From an optimization exercise on the open Yosys and OpenROAD flow, aimed at small area; shortcuts taken in it are not production practice. In this exercise RTL edits were held to simulation tests only and were not proved equivalent to the original.

## maple
==> flow/design.v <==
module nn_param_loader #(
  parameter int unsigned FRAME_BITS  = 368,
  parameter int unsigned LOAD_CYCLES = 3,
  parameter int unsigned NBYTES      = (FRAME_BITS + 7) / 8,
  parameter int unsigned CNT_W       = $clog2(NBYTES + 1)
) (
  input  logic                  clk,
  input  logic                  rst,
  input  logic [7:0]            s_data,
  input  logic                  s_valid,
  input  logic                  s_sof,
  output logic                  s_ready,
  output logic [FRAME_BITS-1:0] params,
  output logic                  load_params,
  output logic                  frame_done,
  output logic                  frame_err
);
  localparam int unsigned SH_W = NBYTES * 8;
  logic [CNT_W-1:0]      cnt_q;       
  logic                  commit_q;    
  logic                  load_q;
  logic                  done_q;
  logic                  l2_q;        
  logic                  l3_q;
  logic                  err_q;
  logic [SH_W-1:0]       shadow_q;
  logic [FRAME_BITS-1:0] params_q;
  logic beat, last;
  logic sh_en, sh_hold, pr_en, pr_hold;
  assign s_ready = !rst && !load_q && !commit_q;
  assign beat    = s_valid && s_ready;
  assign last    = !s_sof && (cnt_q == CNT_W'(NBYTES - 1));
  assign sh_en   = beat;
  assign sh_hold = !beat && !rst;
  assign pr_en   = commit_q && !rst;
  assign pr_hold = !commit_q && !rst;
  logic [SH_W-1:0] shadow_in;
  generate
    if (NBYTES > 1) begin : g_shift
      assign shadow_in = {s_data, shadow_q[SH_W-1:8]};
    end else begin : g_one
      assign shadow_in = s_data;
    end
  endgenerate
  logic [SH_W-1:0]       shadow_d;
  logic [FRAME_BITS-1:0] params_d;
  nn_param_loader_sel #(.W(SH_W)) u_shadow_sel (
    .en(sh_en), .nv(shadow_in), .hold(sh_hold), .ov(shadow_q), .d(shadow_d)
  );
  nn_param_loader_sel #(.W(FRAME_BITS)) u_params_sel (
    .en(pr_en), .nv(shadow_q[FRAME_BITS-1:0]), .hold(pr_hold), .ov(params_q), .d(params_d)
  );
  always_ff @(posedge clk) begin
    shadow_q <= shadow_d;
    params_q <= params_d;
  end
  always_ff @(posedge clk) begin
    if (rst) begin
      cnt_q    <= '0;
      commit_q <= 1'b0;
      load_q   <= 1'b0;
      done_q   <= 1'b0;
      l2_q     <= 1'b0;
      l3_q     <= 1'b0;
      err_q    <= 1'b0;
    end else begin
      err_q    <= beat && (s_sof ? (cnt_q != '0) : (cnt_q == '0));
      commit_q <= beat && (NBYTES == 1 ? s_sof : last);
      done_q   <= commit_q;
      l2_q     <= done_q;
      l3_q     <= l2_q;
      load_q   <= commit_q || (load_q && !l3_q);
      if (beat) begin
        if (s_sof)
          cnt_q <= (NBYTES == 1) ? '0 : CNT_W'(1);
        else if (last)
          cnt_q <= '0;
        else if (cnt_q != '0)
          cnt_q <= cnt_q + CNT_W'(1);
      end
    end
  end
  assign params      = params_q;
  assign load_params = load_q;
  assign frame_done  = done_q;
  assign frame_err   = err_q;
endmodule
module nn_param_loader_sel #(
  parameter int unsigned W = 1
) (
  input  logic         en,
  input  logic [W-1:0] nv,
  input  logic         hold,
  input  logic [W-1:0] ov,
  output logic [W-1:0] d
);
  assign d = ({W{en}} & nv) | ({W{hold}} & ov);
endmodule
clock: 4.0 ns
lec_check: 0
abc_area: 0
cap_margin: 20
core_margin: 2
core_utilization: 75
slew_margin: 20
synth_hierarchical: 1
standard.sh (not shown) runs the stock make flow with config.mk's settings and CLKGATE_MAP_FILE= SYNTH_SCRIPT=/design/flow/synth_recipe.tcl, a recipe that flattens the netlist after the stock synthesis.
==> flow/flow/run.sh <==
#!/bin/bash
# Standard ORFS layout, with every port buffered by the smallest buffer and clock tree
# synthesis with larger sink clusters and without dummy loads. The make output goes to
# standard_flow.log here; ORFS keeps each step's log under orfs/logs.
set -euo pipefail
bash standard.sh finish \
  "BUFFER_PORTS_ARGS=-buffer_cell sky130_fd_sc_hd__buf_1" \
  "CTS_ARGS=-sink_clustering_enable -repair_clock_nets -dont_use_dummy_load -buf_list sky130_fd_sc_hd__clkbuf_8 -sink_clustering_size 16 -sink_clustering_max_diameter 50" \
  > standard_flow.log 2>&1
The inputs of xenon differ from those of maple as listed below.
==> flow/design.v <==
module nn_param_loader #(
  parameter int unsigned FRAME_BITS  = 368,
  parameter int unsigned LOAD_CYCLES = 3,
  parameter int unsigned NBYTES      = (FRAME_BITS + 7) / 8,
  parameter int unsigned CNT_W       = $clog2(NBYTES + 1)
) (
  input  logic                  clk,
  input  logic                  rst,
  input  logic [7:0]            s_data,
  input  logic                  s_valid,
  input  logic                  s_sof,
  output logic                  s_ready,
  output logic [FRAME_BITS-1:0] params,
  output logic                  load_params,
  output logic                  frame_done,
  output logic                  frame_err
);
  localparam int unsigned SH_W = NBYTES * 8;
  localparam int unsigned ST_W = $clog2(NBYTES + LOAD_CYCLES + 1);
  localparam logic [ST_W-1:0] TOP    = '1;
  localparam logic [ST_W-1:0] COMMIT = TOP - ST_W'(LOAD_CYCLES);
  localparam logic [ST_W-1:0] FIRST  = COMMIT - ST_W'(NBYTES - 1);
  logic [ST_W-1:0]       st_q;
  logic                  err_q;
  logic [SH_W-1:0]       shadow_q;
  logic [FRAME_BITS-1:0] params_q;
  logic busy, idle, beat, commit;
  logic sh_en, sh_hold, pr_en, pr_hold;
  assign busy    = (st_q >= COMMIT);
  assign idle    = (st_q == '0);
  assign commit  = (st_q == COMMIT);
  assign s_ready = !rst && !busy;
  assign beat    = s_valid && s_ready;
  assign sh_en   = beat;
  assign sh_hold = !beat && !rst;
  assign pr_en   = commit && !rst;
  assign pr_hold = !commit && !rst;
  logic [SH_W-1:0] shadow_in, shadow_d;
  logic [FRAME_BITS-1:0] params_d;
  generate
    if (NBYTES > 1) begin : g_shift
      assign shadow_in = {s_data, shadow_q[SH_W-1:8]};
    end else begin : g_one
      assign shadow_in = s_data;
    end
  endgenerate
  nn_param_loader_sel #(.W(SH_W)) u_shadow_sel (
    .en(sh_en), .nv(shadow_in), .hold(sh_hold), .ov(shadow_q), .d(shadow_d)
  );
  nn_param_loader_sel #(.W(FRAME_BITS)) u_params_sel (
    .en(pr_en), .nv(shadow_q[FRAME_BITS-1:0]), .hold(pr_hold), .ov(params_q), .d(params_d)
  );
  always_ff @(posedge clk) begin
    shadow_q <= shadow_d;
    params_q <= params_d;
  end
  always_ff @(posedge clk) begin
    if (rst) begin
      st_q  <= '0;
      err_q <= 1'b0;
    end else begin
      err_q <= beat && (s_sof ? !idle : idle);
      if (busy || (beat && !s_sof && !idle))
        st_q <= st_q + ST_W'(1);
      else if (beat && s_sof)
        st_q <= FIRST;
    end
  end
  assign params      = params_q;
  assign load_params = (st_q > COMMIT);
  assign frame_done  = (st_q == COMMIT + ST_W'(1));
  assign frame_err   = err_q;
endmodule
module nn_param_loader_sel #(
  parameter int unsigned W = 1
) (
  input  logic         en,
  input  logic [W-1:0] nv,
  input  logic         hold,
  input  logic [W-1:0] ov,
  output logic [W-1:0] d
);
  assign d = ({W{en}} & nv) | ({W{hold}} & ov);
endmodule
Notes after the runs:
The layout inverter count without the clock tree in xenon sits 3 below the value recorded for maple. xenon against maple: total non-filler cell area in the finished layout -about 0.32%, number of combinational gates with multiple inputs neither gained nor lost much. Delta (xenon minus maple): starting density of the core fell 0.25 points; wire length of the first global-routing pass fell 1.9%; non-clock buffer contribution to total cell area about even; share of the clock period used by the worst path rose 7.4 points. The final-layout clock-cell area share of xenon and that of maple are within noise of each other. Summary of xenon over maple: global router's overall resource usage increased by 0.43 points relative to the old numbers; post-layout minimum cycle time increased by 300 ps relative to the old numbers; flip-flop and latch count after synthesis decreased by about 0.7% relative to the old numbers.

-- re-timing with driven ports --
The flow's constraints put no driver on any port. The routed layouts listed below were extracted and timed again, unchanged, in two steps. Step 1 assumes that a clkbuf_16 drives the clock port and a buf_2 every other input. Step 2 times the ports against the registers' clock, not the clock port: input delays grow and output delays shrink by t, the midpoint of the rising clock arrivals with the driver on. Slacks: ideal ports / drivers / drivers and shift; pairs: ideal ports / drivers.
run	t (ns)	slack for setup (ns)	slew at the worst register clock pin (ns)	worst slew at a driven data input, ns	cell pins on the clock port's net
maple	0.645	1.573 / 1.573 / 1.033	0.10 / 0.10	0.04	1
xenon	0.641	1.277 / 1.229 / 0.878	0.10 / 0.10	0.04	1
After both steps setup and hold are still met in every run listed. The setup slack of maple, which loses most, moves by 0.000 ns with the drivers and by -0.540 ns with both steps.
